This design comes from an exercise in tuning for small area and few clock cycles per item on the open sky130 flow, not from production work.
At most, simulation tests tie the RTL to the original design; equivalence was not proved.

== run M ==
Design mac_prime2r, start of the top module:
module mac_prime2r #(
  parameter int MAX_TERMS = 1024,
  parameter int CNT_W     = 11
) (
  input  logic         clk,
  input  logic         rst_n,
  input  logic         in_valid,
  output logic         in_ready,
  input  logic         in_last,
  input  logic [23:0]  a,
  input  logic [23:0]  b,
  output logic         out_valid,
  input  logic         out_ready,
  output logic [69:0]  c,
  output logic         err
);
export LEC_CHECK = 0
export CAP_MARGIN = 20
export CORE_MARGIN = 2
export CORE_UTILIZATION = 40
export GPL_TIMING_DRIVEN = 1
export SLEW_MARGIN = 20
export SYNTH_HIERARCHICAL = 1
create_clock -name core_clock -period 8.0 [get_ports {clk}]
standard.sh (not shown) runs the stock make flow with config.mk's settings and CLKGATE_MAP_FILE= SYNTH_SCRIPT=/design/flow/synth_recipe.tcl, a recipe that flattens the netlist after the stock synthesis.
==> flow/flow/run.sh <==
#!/bin/bash
# Own layout flow: the standard flow (standard.sh), with the standard
# synthesis unchanged, then the layout steps with a few extra ORFS settings
# read from flow/knobs.txt (one VAR=value per line):
#  - port buffers are plain buffers instead of the default delay-cell choice,
#  - optional extra repair/recovery settings.
# Each step's full output goes to its own log file in this folder.
set -euo pipefail
here=$(pwd)
knobs=()
if [[ -f flow/knobs.txt ]]; then
  while IFS= read -r line; do
    [[ -z "$line" || "$line" == \#* ]] && continue
    knobs+=("$line")
  done < flow/knobs.txt
fi
bash standard.sh synth > "$here/flow_synth.log" 2>&1
bash standard.sh "${knobs[@]}" finish > "$here/flow_layout.log" 2>&1
test -s out/final.def
==> flow/flow/knobs.txt <==
BUFFER_PORTS_ARGS=-buffer_cell sky130_fd_sc_hd__buf_1
The inputs of run X differ from those of run M as listed below.
--- a/flow/design.v
+++ b/flow/design.v
@@ -920,15 +920,15 @@
       out_valid_r <= 1'b0;
       clr_r       <= 1'b1;
     end else begin
       out_valid_r <= (in_xfer_s & in_last) | (out_valid_r & ~out_ready);
       clr_r       <= 1'b0;
     end
   end
-  localparam int TW = (MAX_TERMS > 1) ? $clog2(MAX_TERMS) : 1;
+  localparam int TW = ((2 ** (CNT_W - 1)) >= MAX_TERMS) ? CNT_W - 1 : CNT_W;
   localparam logic [TW-1:0] LAST_CNT = TW'(MAX_TERMS - 1);
   logic [TW-1:0] cnt_r;
   logic          err_r;
   always_ff @(posedge clk or negedge rst_n) begin
     if (!rst_n) begin
       cnt_r <= '0;
       err_r <= 1'b0;
Findings:
- Re post-route DRC violation count: no difference whatsoever between run M and run X.
- As far as sequential portion of the cell area goes, run X and run M are indistinguishable; the numbers are identical.
- From run M to run X, setup slack did not move at all.
- Diff run X..run M | design area | unchanged
- Diff run M..run X | largest driver fanout on the critical path | unchanged
- Layout-stage area growth over the synthesis result: run X vs run M, no meaningful difference
- Reported for run M and run X, amount of wire on met3 after detailed routing turned out identical to the last digit.
- As far as count of clock-buffer cells in the layout goes, run M and run X are indistinguishable; the numbers are identical.
- Taking run M as the reference, in run X fmax ~0 delta, core utilization shows no meaningful change, hold slack has remained practically unchanged, die width saw little to no change.
Testbench counts of run X, summed over its fixed seeds: cycles 31,914, items 31,906.
No functional check of the RTL was part of run M.

--- another note on this design; it stands on its own ---

v1:
## mac_prime2r
module mac_prime2r #(
  parameter int MAX_TERMS = 1024,
  parameter int CNT_W     = 11
) (
  input  logic         clk,
  input  logic         rst_n,
  input  logic         in_valid,
  output logic         in_ready,
  input  logic         in_last,
  input  logic [23:0]  a,
  input  logic [23:0]  b,
  output logic         out_valid,
  input  logic         out_ready,
  output logic [69:0]  c,
  output logic         err
);
Size: roughly 1700 cells after synthesis, roughly 83 flip-flops, about 130 I/O pins, roughly 17000 um2 of cells after synthesis.
==> flow/config.mk <==
export PLATFORM = sky130hd
export DESIGN_NAME = mac_prime2r
export DESIGN_NICKNAME = mac_prime2r
export VERILOG_FILES = /design/flow/design.v
export SDC_FILE = /design/flow/constraint.sdc
export NUM_CORES = 4
export LEC_CHECK = 0
export CAP_MARGIN = 10
export CORE_MARGIN = 2
export CORE_UTILIZATION = 60
export CTS_BUF_LIST = sky130_fd_sc_hd__clkbuf_8 sky130_fd_sc_hd__clkbuf_16
export GPL_TIMING_DRIVEN = 0
export SLEW_MARGIN = 10
export SYNTH_HIERARCHICAL = 1
==> flow/constraint.sdc <==
create_clock -name core_clock -period 8.0 [get_ports {clk}]
set_input_delay 1.6000 -clock core_clock [delete_from_list [all_inputs] [get_ports {clk}]]
set_output_delay 1.6000 -clock core_clock [all_outputs]
set_load 0.01 [all_outputs]
standard.sh (not shown) runs the stock make flow with config.mk's settings and CLKGATE_MAP_FILE= SYNTH_SCRIPT=/design/flow/synth_recipe.tcl, a recipe that flattens the netlist after the stock synthesis.
==> flow/flow/run.sh <==
#!/bin/bash
# Own layout flow: the standard flow (standard.sh), with the standard
# synthesis unchanged, then the layout steps with a few extra ORFS settings
# read from flow/knobs.txt (one VAR=value per line):
#  - port buffers are plain buffers instead of the default delay-cell choice,
#  - optional extra repair/recovery settings.
# Each step's full output goes to its own log file in this folder.
set -euo pipefail
here=$(pwd)
knobs=()
if [[ -f flow/knobs.txt ]]; then
  while IFS= read -r line; do
    [[ -z "$line" || "$line" == \#* ]] && continue
    knobs+=("$line")
  done < flow/knobs.txt
fi
bash standard.sh synth > "$here/flow_synth.log" 2>&1
bash standard.sh "${knobs[@]}" finish > "$here/flow_layout.log" 2>&1
test -s out/final.def
==> flow/flow/knobs.txt <==
BUFFER_PORTS_ARGS=-buffer_cell sky130_fd_sc_hd__buf_1
REMOVE_ABC_BUFFERS=1
Testbench counts of v1, summed over its fixed seeds: cycles 31,914, items 31,906.
Relative to v1, the following input files were edited for v25:
Settings: an added TNS_END_PERCENT of 0.
Notes after the runs:
Comparing v1 against v25, there is no change at all in synthesized area.
Diff v25..v1 | portion of the clock cycle consumed by the worst path in the final layout | unchanged
Diff v1..v25 | number of buffers inserted by hold repair at cts | unchanged
Status: sequential cell count parity (v1, v25)
Diff v25..v1 | post-route worst hold slack | unchanged
v25 vs. v1: worst setup slack held, area growth from synthesis to layout held.
## Diff of input files: v27 against v25
Settings: CTS_BUF_LIST now sky130_fd_sc_hd__clkbuf_8, was sky130_fd_sc_hd__clkbuf_8 sky130_fd_sc_hd__clkbuf_16; TNS_END_PERCENT no longer set, was 0.
[summary]
When the final numbers for v25 and v27 were put side by side, the register-to-register path setup slack turned out to be greater in v25. v27 ended with less final standard cell utilization of the core than v25. Per the comparison of v27 with v25, final worst-path cycle share went up; worst endpoint required time went up; critical path depth went down.

[re-timing with driven ports]
How much do the figures lean on ideal ports? The routed layouts below were timed once more, with nothing changed but the port constraints.
Step 1, drivers: a clkbuf_16 drives clk and a buf_2 each remaining input, both assumed.
Step 2, shift: input delay + t, output delay - t, t = (earliest + latest rising clock arrival at the registers) / 2. This alone moves slack from input paths to output paths.
Three values: no drivers, after step 1, after step 2; two values: the first two.
run	t (ns)	setup slack, ns	worst data-port slew with drivers (ns)	pins driven straight from the clock port
run M	0.446	0.219 / 0.251 / -0.195	0.10	1
run X	0.446	0.219 / 0.251 / -0.195	0.10	1
v1	0.426	0.244 / 0.274 / -0.152	0.05	1
v25	0.426	0.244 / 0.274 / -0.152	0.05	1
v27	0.461	0.162 / 0.186 / -0.275	0.05	1
With both steps, setup timing fails in every run listed, where it was met with ideal ports. For v27, which loses most, drivers alone change the setup slack by +0.024 ns; drivers and shift together by -0.437 ns.
